From an optimization exercise on the open Yosys and OpenROAD flow, aimed at small area; shortcuts taken in it are not production practice. Function was checked by simulation only, so behaviour that the tests miss may differ from the original. No activity file was given, so power comes from the tool's default toggle rates.

Design multi_tick_counter, start of the top module:
module multi_tick_counter #(
    parameter int CLK_FREQ     = 50_000,
    parameter int NUM_CH       = 8,
    parameter int BIT_WIDTH    = 32,
    parameter int DVSR_W       = 16,
    parameter int DEFAULT_DVSR = 50_000,
    parameter int LED_CH       = 0
) (
    input  logic                        clk,
    input  logic                        rst,
    input  logic [NUM_CH-1:0]           ch_en,
    input  logic [NUM_CH-1:0]           ch_up,
    input  logic [NUM_CH-1:0]           ch_oneshot,
    input  logic [NUM_CH-1:0]           clr,
    input  logic                        cfg_wr,
    input  logic [$clog2(NUM_CH):0]     cfg_ch,
    input  logic [DVSR_W-1:0]           cfg_dvsr,
    input  logic [BIT_WIDTH-1:0]        cfg_limit,
    output logic [NUM_CH*BIT_WIDTH-1:0] count_out,
    output logic [NUM_CH-1:0]           tc_pulse,
    output logic [NUM_CH-1:0]           done,
    output logic                        heartbeat,
    output logic [3:0]                  led
);
Settings: LEC_CHECK=0, CAP_MARGIN=20, CORE_MARGIN=2, CORE_UTILIZATION=65, GPL_TIMING_DRIVEN=0, PLACE_DENSITY=0.75, SLEW_MARGIN=20; clock period 5.0 ns.
standard.sh (not shown) runs the stock make flow with config.mk's settings and CLKGATE_MAP_FILE= SYNTH_SCRIPT=/design/flow/synth_recipe.tcl, a recipe that flattens the netlist after the stock synthesis.
==> flow/flow/run.sh <==
#!/bin/bash
# Standard ORFS layout (the standard.sh, unchanged synthesis) with these changes:
# Yosys/ABC buffers are removed at floorplan, ports are buffered with the smallest buffer,
# and CTS uses small clock buffers in clusters of at most 8 sinks, with no dummy loads.
set -euo pipefail
bash standard.sh \
  "REMOVE_ABC_BUFFERS=1" \
  "BUFFER_PORTS_ARGS=-buffer_cell sky130_fd_sc_hd__buf_1" \
  "CTS_ARGS=-sink_clustering_enable -repair_clock_nets -dont_use_dummy_load -buf_list sky130_fd_sc_hd__clkbuf_4 -sink_clustering_size 8 -sink_clustering_max_diameter 40" \
  finish > standard_make.log 2>&1
The starting point produced a clean layout.
Then changed:
CAP_MARGIN = 10   (was 20)
SLEW_MARGIN = 10   (was 20)
What happened: Flip-flop and latch count stays the same. Setup slack got worse by 0.010 ns. Global-route usage stays flat.
Then changed:
==> flow/flow/run.sh (replaced) <==
#!/bin/bash
# Standard ORFS layout (the standard.sh, unchanged synthesis) with these changes:
# Yosys/ABC buffers are removed at floorplan; input ports are buffered with buf_2 and output
# ports with buf_1 (flow/buffer_ports.tcl); post-placement repair uses only small buffers
# (flow/pre_resize.tcl); CTS uses small clock buffers in clusters of at most 8 sinks, with
# no dummy loads.
set -euo pipefail
HERE=$(pwd)
bash standard.sh \
  "REMOVE_ABC_BUFFERS=1" \
  "DONT_BUFFER_PORTS=1" \
  "PRE_GLOBAL_PLACE_TCL=$HERE/flow/buffer_ports.tcl" \
  "PRE_RESIZE_TCL=$HERE/flow/pre_resize.tcl" \
  "CTS_ARGS=-sink_clustering_enable -repair_clock_nets -dont_use_dummy_load -buf_list sky130_fd_sc_hd__clkbuf_4 -sink_clustering_size 8 -sink_clustering_max_diameter 50" \
  finish > standard_make.log 2>&1
==> flow/flow/buffer_ports.tcl (new file) <==
# Sourced by ORFS before global placement (PRE_GLOBAL_PLACE_TCL): buffer every input port
# with buf_2 (they fan out to all eight channels) and every output port with buf_1;
# DONT_BUFFER_PORTS=1 then skips ORFS's own buffer_ports call.
buffer_ports -inputs -buffer_cell sky130_fd_sc_hd__buf_2
buffer_ports -outputs -buffer_cell sky130_fd_sc_hd__buf_1
==> flow/flow/pre_resize.tcl (new file) <==
# Sourced by ORFS before the post-placement repair_design (PRE_RESIZE_TCL): keep the large
# buffers out of slew/capacitance repair, so high-fanout nets get trees of small buffers.
set_dont_use {
  sky130_fd_sc_hd__buf_6 sky130_fd_sc_hd__buf_8 sky130_fd_sc_hd__buf_12 sky130_fd_sc_hd__buf_16
  sky130_fd_sc_hd__bufbuf_8 sky130_fd_sc_hd__bufbuf_16 sky130_fd_sc_hd__bufinv_8
  sky130_fd_sc_hd__bufinv_16 sky130_fd_sc_hd__clkbuf_8 sky130_fd_sc_hd__clkbuf_16
  sky130_fd_sc_hd__clkdlybuf4s15_2 sky130_fd_sc_hd__clkdlybuf4s18_2
  sky130_fd_sc_hd__clkdlybuf4s25_2 sky130_fd_sc_hd__clkdlybuf4s50_2
}
CAP_MARGIN = 20   (was 10)
CORE_UTILIZATION = 72   (was 65)
PLACE_DENSITY = 0.8   (was 0.75)
SLEW_MARGIN = 20   (was 10)
Outcome:
- combinational power goes down slightly
- first-iteration DRC count goes up by about a fifth
- design area goes down slightly
- sequential power is about the same
Then changed:
==> flow/flow/run.sh (replaced) <==
#!/bin/bash
# Standard ORFS layout (the standard.sh, unchanged synthesis) with these changes:
# Yosys/ABC buffers are removed at floorplan, input ports are buffered with buf_2 and output
# ports with buf_1 (flow/buffer_ports.tcl), and CTS uses small clock buffers in clusters of
# at most 8 sinks, with no dummy loads.
set -euo pipefail
HERE=$(pwd)
bash standard.sh \
  "REMOVE_ABC_BUFFERS=1" \
  "DONT_BUFFER_PORTS=1" \
  "PRE_GLOBAL_PLACE_TCL=$HERE/flow/buffer_ports.tcl" \
  "CTS_ARGS=-sink_clustering_enable -repair_clock_nets -dont_use_dummy_load -buf_list sky130_fd_sc_hd__clkbuf_4 -sink_clustering_size 8 -sink_clustering_max_diameter 40" \
  finish > standard_make.log 2>&1
CORE_UTILIZATION = 65   (was 72)
PLACE_DENSITY = 0.75   (was 0.8)
removed: flow/flow/pre_resize.tcl
Outcome:
- area after synthesis is unchanged
- sequential power barely changes
- global-route usage goes down by 3.1 points
- routed wire length rose slightly
Then changed:
==> flow/flow/run.sh (replaced) <==
#!/bin/bash
# Standard ORFS layout (the standard.sh, unchanged synthesis) with these changes:
# Yosys/ABC buffers are removed at floorplan; input ports are buffered with buf_2 and output
# ports with buf_1 (flow/buffer_ports.tcl); post-placement repair uses only small buffers
# (flow/pre_resize.tcl); CTS uses small clock buffers in clusters of at most 8 sinks, with
# no dummy loads.
set -euo pipefail
HERE=$(pwd)
bash standard.sh \
  "REMOVE_ABC_BUFFERS=1" \
  "DONT_BUFFER_PORTS=1" \
  "PRE_GLOBAL_PLACE_TCL=$HERE/flow/buffer_ports.tcl" \
  "PRE_RESIZE_TCL=$HERE/flow/pre_resize.tcl" \
  "CTS_ARGS=-sink_clustering_enable -repair_clock_nets -dont_use_dummy_load -buf_list sky130_fd_sc_hd__clkbuf_4 -sink_clustering_size 8 -sink_clustering_max_diameter 40" \
  finish > standard_make.log 2>&1
==> flow/flow/pre_resize.tcl (new file) <==
# Sourced by ORFS before the post-placement repair_design (PRE_RESIZE_TCL): keep the large
# buffers out of slew/capacitance repair, so high-fanout nets get trees of small buffers.
set_dont_use {
  sky130_fd_sc_hd__buf_6 sky130_fd_sc_hd__buf_8 sky130_fd_sc_hd__buf_12 sky130_fd_sc_hd__buf_16
  sky130_fd_sc_hd__bufbuf_8 sky130_fd_sc_hd__bufbuf_16 sky130_fd_sc_hd__bufinv_8
  sky130_fd_sc_hd__bufinv_16 sky130_fd_sc_hd__clkbuf_8 sky130_fd_sc_hd__clkbuf_16
  sky130_fd_sc_hd__clkdlybuf4s15_2 sky130_fd_sc_hd__clkdlybuf4s18_2
  sky130_fd_sc_hd__clkdlybuf4s25_2 sky130_fd_sc_hd__clkdlybuf4s50_2
}
Effect: Sequential cell count stays the same. Sequential power hardly moves. Combinational power shrinks by about 0.9%. Final area shrinks by 0.79%.

[what the ideal ports hide]
How much do the figures lean on ideal ports? The routed layouts below were timed once more, with nothing changed but the port constraints.
Step 1, drivers: a clkbuf_16 drives clk and a buf_2 each remaining input, both assumed.
Step 2 moves the port delays by t, midway between the first and last clock arrival at a register: inputs arrive t later, outputs are due t later. That takes back most of the time a late clock gives input paths.
Slacks: ideal / step 1 / step 2; pairs: ideal / step 1.
| run | t, ns | slack for setup (ns) | worst register clock-pin slew, ns |
|---|---|---|---|
| the first run | 1.056 | 0.294 / 0.294 / -0.439 | 0.10 / 0.10 |
| the second run | 1.034 | 0.284 / 0.284 / -0.423 | 0.10 / 0.10 |
| the third run | 1.015 | 0.195 / 0.195 / -0.401 | 0.11 / 0.11 |
| the fourth run | 1.050 | 0.219 / 0.218 / -0.398 | 0.10 / 0.10 |
| the fifth run | 1.078 | 0.426 / 0.426 / -0.215 | 0.10 / 0.10 |
Met with ideal ports but missed after step 2: setup timing in every run listed. For the first run, which loses most, drivers alone change the setup slack by 0.000 ns; drivers and shift together by -0.733 ns.
